What follows belongs to an exercise in optimizing a design on an open flow for small area, a short achievable clock period and few clock cycles; a production flow would make more cautious choices.
At most, simulation tests tie the RTL to the original design; equivalence was not proved.

== v27 ==
## battery_gauge_level_tracker
module battery_gauge_level_tracker (
  input  logic        clk_i,
  input  logic        rst_ni,
  input  logic        in_valid_i,
  output logic        in_ready_o,
  input  logic [57:0] in_data_i,
  output logic        out_valid_o,
  input  logic        out_ready_i,
  output logic [10:0] out_data_o
);
  localparam logic [1:0] K_DIV = 2'd0;    
  localparam logic [1:0] K_CONST = 2'd1;  
  localparam logic [1:0] K_KEEP = 2'd2;   
  localparam logic [1:0] K_NOP = 2'd3;    
  logic adv_q;    
  assign in_ready_o = adv_q;
  logic signed [7:0] temp;
  logic [15:0] vin;
  logic [1:0] rng;
  logic [2:0] seed_in;
  assign temp = in_data_i[38:31];
  assign vin = in_data_i[54:39];
  always_comb begin
    if (temp < 8'sd10) rng = 2'd0;
    else if (temp < 8'sd20) rng = 2'd1;
    else if (temp < 8'sd30) rng = 2'd2;
    else rng = 2'd3;
    if (vin > bgl_pkg::VDisL3) seed_in = 3'd4;
    else if (vin > bgl_pkg::VDisL2) seed_in = 3'd3;
    else if (vin > bgl_pkg::VDisL1) seed_in = 3'd2;
    else if (vin > bgl_pkg::VDisL0) seed_in = 3'd1;
    else seed_in = 3'd0;
  end
  logic        s_valid_q;
  logic        chg, nochg, usb;
  logic [1:0]  s_rng_q;
  logic [2:0]  s_seed_q;
  logic [15:0] v, cur;
  logic [14:0] mc;
  always_ff @(posedge clk_i or negedge rst_ni) begin
    if (!rst_ni) s_valid_q <= 1'b0;
    else if (adv_q) s_valid_q <= in_valid_i;
  end
  always_ff @(posedge clk_i) begin
    if (adv_q) begin
  ...
Settings: LEC_CHECK=0, CAP_MARGIN=20, CORE_MARGIN=2, CORE_UTILIZATION=40, SETUP_SLACK_MARGIN=5, SLEW_MARGIN=20; clock period 12.0 ns.
run.sh (not shown) runs the stock make flow with config.mk's settings and CLKGATE_MAP_FILE= SYNTH_SCRIPT=/design/flow/synth_recipe.tcl, a recipe that flattens the netlist after the stock synthesis.
Testbench counts of v27, summed over its fixed seeds: cycles 4,848.
--- input diff v27..v21 ---
Settings: clearing SETUP_SLACK_MARGIN, which used to be 5.
==> flow/flow/run.sh (new file) <==
#!/bin/bash
# Layout: the standard flow (standard.sh, unchanged synthesis) with two settings changed:
# the port buffers are sky130_fd_sc_hd__buf_4 cells, and timing repair aims for 7.5 ns of
# setup slack at the design's 12 ns period. make's full output goes to layout.log here.
set -euo pipefail
export BUFFER_PORTS_ARGS="-buffer_cell sky130_fd_sc_hd__buf_4"
bash standard.sh SETUP_SLACK_MARGIN=7.5 finish > layout.log 2>&1
==> flow/standard.sh (new file) <==
#!/bin/bash
# synth_recipe.tcl (not shown) runs the flow's synth.tcl, then flattens the netlist and writes it again
# the make line also repeats each setting of config.mk as NAME=value (left out here)
make -C /OpenROAD-flow-scripts/flow DESIGN_CONFIG=/design/flow/config.mk WORK_HOME=/design/flow/orfs CLKGATE_MAP_FILE= SYNTH_SCRIPT=/design/flow/synth_recipe.tcl "${@:-finish}"
removed: flow/run.sh
### Flow results
v21 completed end to end with timing, DRC and antenna clean. v21: setup fix buffers added after clock tree synthesis 128 above v27. On total detailed-routing wirelength, the lower figure sits with v27, not v21. Against v27, critical path depth in v21 rose by more than 10%. ~same combined flip-flop and latch cell area in v27 and v21. The cell area in v21 is 1.17 times that in v27.
#### Input delta (v37 over v21)
-- flow/flow/run.sh --
<<< v21, line 3
# the port buffers are sky130_fd_sc_hd__buf_4 cells, and timing repair aims for 7.5 ns of
>>> v37, line 3
# the port buffers are sky130_fd_sc_hd__buf_4 cells, and timing repair aims for 6.5 ns of
<<< v21, line 7
bash standard.sh SETUP_SLACK_MARGIN=7.5 finish > layout.log 2>&1
>>> v37, line 7
bash standard.sh SETUP_SLACK_MARGIN=6.5 finish > layout.log 2>&1
==> comparison <==
Lower number of gates on the worst path with buffers counted goes to v37 over v21. v37 does worse than v21 on final setup slack of the worst path. Relative to v21, final design area excluding fillers has decreased by about 11% in v37. Changes observed in v37 relative to v21: met1 layer usage reported by global route fell by 0.91 points; global-route wire length before repair fell by 5.6%. v37 vs. v21: sum of negative setup slack has remained practically unchanged; count of non-CTS buffers in the layout down 163.
For v22, these inputs were changed with respect to v37:
-- flow/flow/run.sh --
<<< v37, line 3
# the port buffers are sky130_fd_sc_hd__buf_4 cells, and timing repair aims for 6.5 ns of
>>> v22, line 3
# the port buffers are sky130_fd_sc_hd__buf_4 cells, and timing repair aims for 7.0 ns of
<<< v37, line 7
bash standard.sh SETUP_SLACK_MARGIN=6.5 finish > layout.log 2>&1
>>> v22, line 7
bash standard.sh SETUP_SLACK_MARGIN=7.0 finish > layout.log 2>&1
Compare v37 and v22 | average wire per cell in the routed design higher: v22
Taking v37 as the reference, in v22 wire length the detailed router placed on met1 now larger, count of placed standard cells including taps stayed essentially flat, multi-input gate count saw little to no change.
v22 closes out successfully: all stages finished, all timing, DRC and antenna checks passed.
All-layer global routing usage was higher in the run labelled v22.
Delta (v22 minus v37): cell area after layout increased 1000 um^2; count of non-filler cells in the finished layout increased 70.

========
Another version of the RTL of battery_gauge_level_tracker (not shown whole).
Size: roughly 1700 cells after synthesis, ~220 flip-flops, about 75 I/O pins.
export LEC_CHECK = 0
export CAP_MARGIN = 20
export CORE_MARGIN = 2
export CORE_UTILIZATION = 40
export CTS_BUF_LIST = sky130_fd_sc_hd__clkbuf_16
export CTS_CLUSTER_DIAMETER = 100
export CTS_CLUSTER_SIZE = 30
export SLEW_MARGIN = 20
create_clock -name core_clock -period 12.0 [get_ports {clk_i}]
standard.sh (not shown) runs the stock make flow with config.mk's settings and CLKGATE_MAP_FILE= SYNTH_SCRIPT=/design/flow/synth_recipe.tcl, a recipe that flattens the netlist after the stock synthesis.
==> flow/flow/run.sh <==
#!/bin/bash
# Layout: the standard flow (standard.sh, unchanged synthesis) with two settings changed:
# the port buffers are sky130_fd_sc_hd__buf_2 cells, and timing repair aims for 6.8 ns of
# setup slack at the design's 12 ns period. make's full output goes to layout.log here.
set -euo pipefail
export BUFFER_PORTS_ARGS="-buffer_cell sky130_fd_sc_hd__buf_2"
bash standard.sh SETUP_SLACK_MARGIN=6.8 finish > layout.log 2>&1
The first run went through all stages and came out clean.
Testbench counts at the start, summed over its fixed seeds: cycles 4,848.
Edit:
==> flow/flow/run.sh (replaced) <==
#!/bin/bash
# Layout: the standard flow (standard.sh, unchanged synthesis) with two settings changed:
# the port buffers are sky130_fd_sc_hd__buf_2 cells, and timing repair aims for 6.0 ns of
# setup slack at the design's 12 ns period. make's full output goes to layout.log here.
set -euo pipefail
export BUFFER_PORTS_ARGS="-buffer_cell sky130_fd_sc_hd__buf_2"
bash standard.sh SETUP_SLACK_MARGIN=6.0 finish > layout.log 2>&1
Result: The changed run finished clean; global-route usage is lower by 0.78 points; clock skew is higher by 0.020 ns; register-to-register slack degrades by 0.20 ns; via count is lower by about 3%; wire length is lower by 6.9%; count of clock-buffer cells in the layout is higher by 2.
Edit:
==> flow/flow/run.sh (replaced) <==
#!/bin/bash
# Layout: the standard flow (standard.sh, unchanged synthesis) with two settings changed:
# the port buffers are sky130_fd_sc_hd__buf_2 cells, and timing repair aims for 6.5 ns of
# setup slack at the design's 12 ns period. make's full output goes to layout.log here.
set -euo pipefail
export BUFFER_PORTS_ARGS="-buffer_cell sky130_fd_sc_hd__buf_2"
bash standard.sh SETUP_SLACK_MARGIN=6.5 finish > layout.log 2>&1
- The changed run finished with timing, DRC and antenna clean
- die area does not change
- cell area goes up by 3.6%
- count of clock-buffer cells in the layout is unchanged
- clock skew goes down by 0.022 ns
Edit:
==> flow/flow/run.sh (replaced) <==
#!/bin/bash
# Layout: the standard flow (standard.sh, unchanged synthesis) with two settings changed:
# the port buffers are sky130_fd_sc_hd__buf_2 cells, and timing repair aims for 6.4 ns of
# setup slack at the design's 12 ns period. make's full output goes to layout.log here.
set -euo pipefail
export BUFFER_PORTS_ARGS="-buffer_cell sky130_fd_sc_hd__buf_2"
bash standard.sh SETUP_SLACK_MARGIN=6.4 finish > layout.log 2>&1
Clock skew goes up by 0.0084 ns.
Setup slack stays flat.

========
Setup of middle:
Another version of the RTL of battery_gauge_level_tracker (not shown whole).
For scale: about 2,000 cells after synthesis, about 75 I/O pins, roughly 0.018 mm2 of cells after synthesis.
export LEC_CHECK = 0
export CAP_MARGIN = 20
export CORE_MARGIN = 2
export CORE_UTILIZATION = 65
export SLEW_MARGIN = 20
create_clock -name core_clock -period 12.0 [get_ports {clk_i}]
==> flow/flow/run.sh <==
#!/bin/bash
# Layout: the standard flow (standard.sh, unchanged synthesis) with two settings changed:
# the port buffers are sky130_fd_sc_hd__buf_2 cells, and timing repair aims for 6.5 ns of
# setup slack at the design's 12 ns period. make's full output goes to layout.log here.
set -euo pipefail
export BUFFER_PORTS_ARGS="-buffer_cell sky130_fd_sc_hd__buf_2"
bash standard.sh SETUP_SLACK_MARGIN=6.5 finish > layout.log 2>&1
middle ended with every stage complete and zero timing, DRC or antenna violations.
The following lists how north was set up differently from middle:
- changing CORE_UTILIZATION from 65 to 40
Measured against each other, north and middle differ in average detailed-routed wire length per instance, the lower figure coming from north. Diff middle -> north: detailed-routing wirelength on met1 picked up an extra 1.9 mm, first-pass GRT wire length picked up an extra 3.6 mm.
No functional check of the RTL was part of any run of this note.

========
== v28 ==
battery_gauge_level_tracker with an RTL version that a note above also has.
For scale: about 1700 cells after synthesis, ~220 flip-flops, ~0.017 mm² of cells after synthesis.
==> flow/design.v (excerpt) <==
module battery_gauge_level_tracker (
  input  logic        clk_i,
  input  logic        rst_ni,
  input  logic        in_valid_i,
  output logic        in_ready_o,
  input  logic [57:0] in_data_i,
  output logic        out_valid_o,
  input  logic        out_ready_i,
  output logic [10:0] out_data_o
);
  localparam logic [1:0] K_DIV = 2'd0;    
  localparam logic [1:0] K_CONST = 2'd1;  
  localparam logic [1:0] K_KEEP = 2'd2;   
  localparam logic [1:0] K_NOP = 2'd3;    
  logic out_valid_q, adv_q;    
  assign adv_q = !out_valid_q || out_ready_i;
  assign in_ready_o = adv_q;
  logic signed [7:0] temp;
  logic [15:0] vin, curin;
  logic [10:0] vq;
  logic [14:0] cq;
  logic [1:0]  rng;
  logic [2:0]  seed_in;
  assign temp = in_data_i[38:31];
  assign vin = in_data_i[54:39];
  assign curin = in_data_i[30:15];
  always_comb begin
    if (temp < 8'sd10) rng = 2'd0;
    else if (temp < 8'sd20) rng = 2'd1;
    else if (temp < 8'sd30) rng = 2'd2;
    else rng = 2'd3;
    if (vin[15:12] == 4'd0 && vin[11:10] != 2'b11) vq = 11'd0;
    else if (vin[15:13] != 3'd0 || (vin[12] && vin[11:7] != 5'd0)) vq = 11'(bgl_pkg::VTop - bgl_pkg::VOff);
  ...
Settings: LEC_CHECK=0, CAP_MARGIN=20, CORE_MARGIN=2, CORE_UTILIZATION=40, CTS_BUF_LIST=sky130_fd_sc_hd__clkbuf_16, CTS_CLUSTER_DIAMETER=100, CTS_CLUSTER_SIZE=30, SLEW_MARGIN=20; clock period 12.0 ns.
==> flow/flow/run.sh <==
#!/bin/bash
# Layout: the standard flow (standard.sh, unchanged synthesis) with two settings changed:
# the port buffers are sky130_fd_sc_hd__buf_1 cells, and timing repair aims for 6.5 ns of
# setup slack at the design's 12 ns period. make's full output goes to layout.log here.
set -euo pipefail
export BUFFER_PORTS_ARGS="-buffer_cell sky130_fd_sc_hd__buf_1"
bash standard.sh SETUP_SLACK_MARGIN=6.5 finish > layout.log 2>&1
Testbench counts of v28, summed over its fixed seeds: cycles 4,848.
Setup changes, v28 to v57
==> flow/flow/run.sh <==
#!/bin/bash
# Layout: the standard flow (standard.sh, unchanged synthesis) with two settings changed:
# the port buffers are sky130_fd_sc_hd__buf_2 cells, and timing repair aims for 6.2 ns of
# setup slack at the design's 12 ns period. make's full output goes to layout.log here.
set -euo pipefail
export BUFFER_PORTS_ARGS="-buffer_cell sky130_fd_sc_hd__buf_2"
bash standard.sh SETUP_SLACK_MARGIN=6.2 finish > layout.log 2>&1
==> comparison <==
v57 against v28: number of global-route vias before repair went down about 2%; quantity of gates resized following cts -23; worst hold slack essentially unchanged; non-clock buffer count shrank by 27. Post-synthesis compound-gate area fraction came out exactly the same in v57 and v28. Run comparison: v57 launch point of the worst path chg; v28 launch point of the worst path a_ctl_q[2]. Compared with v28, in v57 post-layout minimum cycle time moved up. Between v57 and v28, utilization is lower for v57, v28 comes in above that.
--- input diff v57..v4 ---
==> flow/flow/run.sh <==
#!/bin/bash
# Layout: the standard flow (standard.sh, unchanged synthesis) with two settings changed:
# the port buffers are sky130_fd_sc_hd__buf_2 cells, and timing repair aims for 6.3 ns of
# setup slack at the design's 12 ns period. make's full output goes to layout.log here.
set -euo pipefail
export BUFFER_PORTS_ARGS="-buffer_cell sky130_fd_sc_hd__buf_2"
bash standard.sh SETUP_SLACK_MARGIN=6.3 finish > layout.log 2>&1
Results
- v4 finished every stage and its layout cleared the timing, design-rule and antenna checks.
- Fmax: higher on v4
- Per the comparison of v4 with v57, worst-case headroom to the max-slew limit went up 9.7 points; path length in cells of the critical path went down about 30%; final cell area excluding filler cells went up 160 µm²; final cycle utilization of the critical path went down 0.88 points.
- For the data required time at the worst endpoint, v4 came in 0.09 ns lower than v57 did.
- Slack of the critical path on v4 is ahead of v57.
- Detailed-route wire length: v4 vs v57 down 260 µm
[inputs] v13 vs v4
==> flow/flow/run.sh <==
#!/bin/bash
# Layout: the standard flow (standard.sh, unchanged synthesis) with two settings changed:
# the port buffers are sky130_fd_sc_hd__buf_2 cells, and timing repair aims for 6.1 ns of
# setup slack at the design's 12 ns period. make's full output goes to layout.log here.
set -euo pipefail
export BUFFER_PORTS_ARGS="-buffer_cell sky130_fd_sc_hd__buf_2"
bash standard.sh SETUP_SLACK_MARGIN=6.1 finish > layout.log 2>&1
### Flow results
v4 vs v13, launching element of the worst setup path: a_ctl_q[2] vs chg. Between v4 and v13, the logic depth of the worst setup path including buffers is lower for v4. Re synthesized cell count: no difference whatsoever between v4 and v13. Post-place setup slack (higher): v13. Going from v4 to v13, the total met3 wirelength after detailed routing was found to have gone up by about 16%. Taking v4 as the reference, in v13 number of buffers outside the clock class in the layout -7.7%; cell area decreased 270 µm²; critical path required time now sits higher.

[port drivers added, routing unchanged]
In the flow no input, the clock included, has a driving cell. The finished layouts below were timed again as built, in two steps.
Step 1, drivers: a clkbuf_16 drives clk_i and a buf_2 each remaining input, both assumed.
Step 2 moves the port delays by t, midway between the first and last clock arrival at a register: inputs arrive t later, outputs are due t later. That takes back most of the time a late clock gives input paths.
Slacks: ideal ports / drivers / drivers and shift; pairs: ideal ports / drivers.
| run | t (ns) | setup WS [ns] | worst hold slack (ns) | latest minus earliest clock arrival (ns) | worst register clock-pin slew, ns |
|---|---|---|---|---|---|
| v27 | 0.629 | 5.452 / 5.452 / 5.452 | 0.399 / 0.399 / 0.399 | 0.024 / 0.023 | 0.06 / 0.06 |
| v21 | 0.635 | 6.769 / 6.769 / 6.769 | 0.411 / 0.411 / 0.411 | 0.009 / 0.008 | 0.06 / 0.06 |
| v37 | 0.629 | 6.605 / 6.605 / 6.605 | 0.412 / 0.412 / 0.412 | 0.011 / 0.011 | 0.07 / 0.07 |
| v22 | 0.634 | 6.780 / 6.780 / 6.780 | 0.395 / 0.395 / 0.395 | 0.030 / 0.030 | 0.07 / 0.07 |
| the first run of note 2 | 0.532 | 6.421 / 6.421 / 6.421 | 0.404 / 0.404 / 0.404 | 0.022 / 0.022 | 0.11 / 0.11 |
| the second run of note 2 | 0.540 | 6.224 / 6.224 / 6.224 | 0.401 / 0.401 / 0.401 | 0.043 / 0.043 | 0.11 / 0.11 |
| the third run of note 2 | 0.536 | 6.417 / 6.417 / 6.417 | 0.425 / 0.425 / 0.425 | 0.021 / 0.021 | 0.11 / 0.11 |
| the fourth run of note 2 | 0.536 | 6.419 / 6.419 / 6.419 | 0.414 / 0.414 / 0.414 | 0.029 / 0.029 | 0.10 / 0.10 |
| middle | 0.586 | 6.582 / 6.582 / 6.582 | 0.418 / 0.418 / 0.418 | 0.023 / 0.022 | 0.07 / 0.07 |
| north | 0.611 | 6.672 / 6.672 / 6.672 | 0.417 / 0.417 / 0.417 | 0.024 / 0.023 | 0.07 / 0.07 |
| v28 | 0.551 | 6.448 / 6.448 / 6.448 | 0.427 / 0.427 / 0.427 | 0.033 / 0.034 | 0.11 / 0.11 |
| v57 | 0.530 | 6.352 / 6.352 / 6.352 | 0.426 / 0.426 / 0.426 | 0.019 / 0.019 | 0.11 / 0.11 |
| v4 | 0.545 | 6.457 / 6.457 / 6.457 | 0.415 / 0.415 / 0.415 | 0.016 / 0.016 | 0.10 / 0.10 |
| v13 | 0.545 | 6.307 / 6.307 / 6.307 | 0.397 / 0.397 / 0.397 | 0.026 / 0.026 | 0.11 / 0.11 |
After both steps every run listed still meets setup and hold.
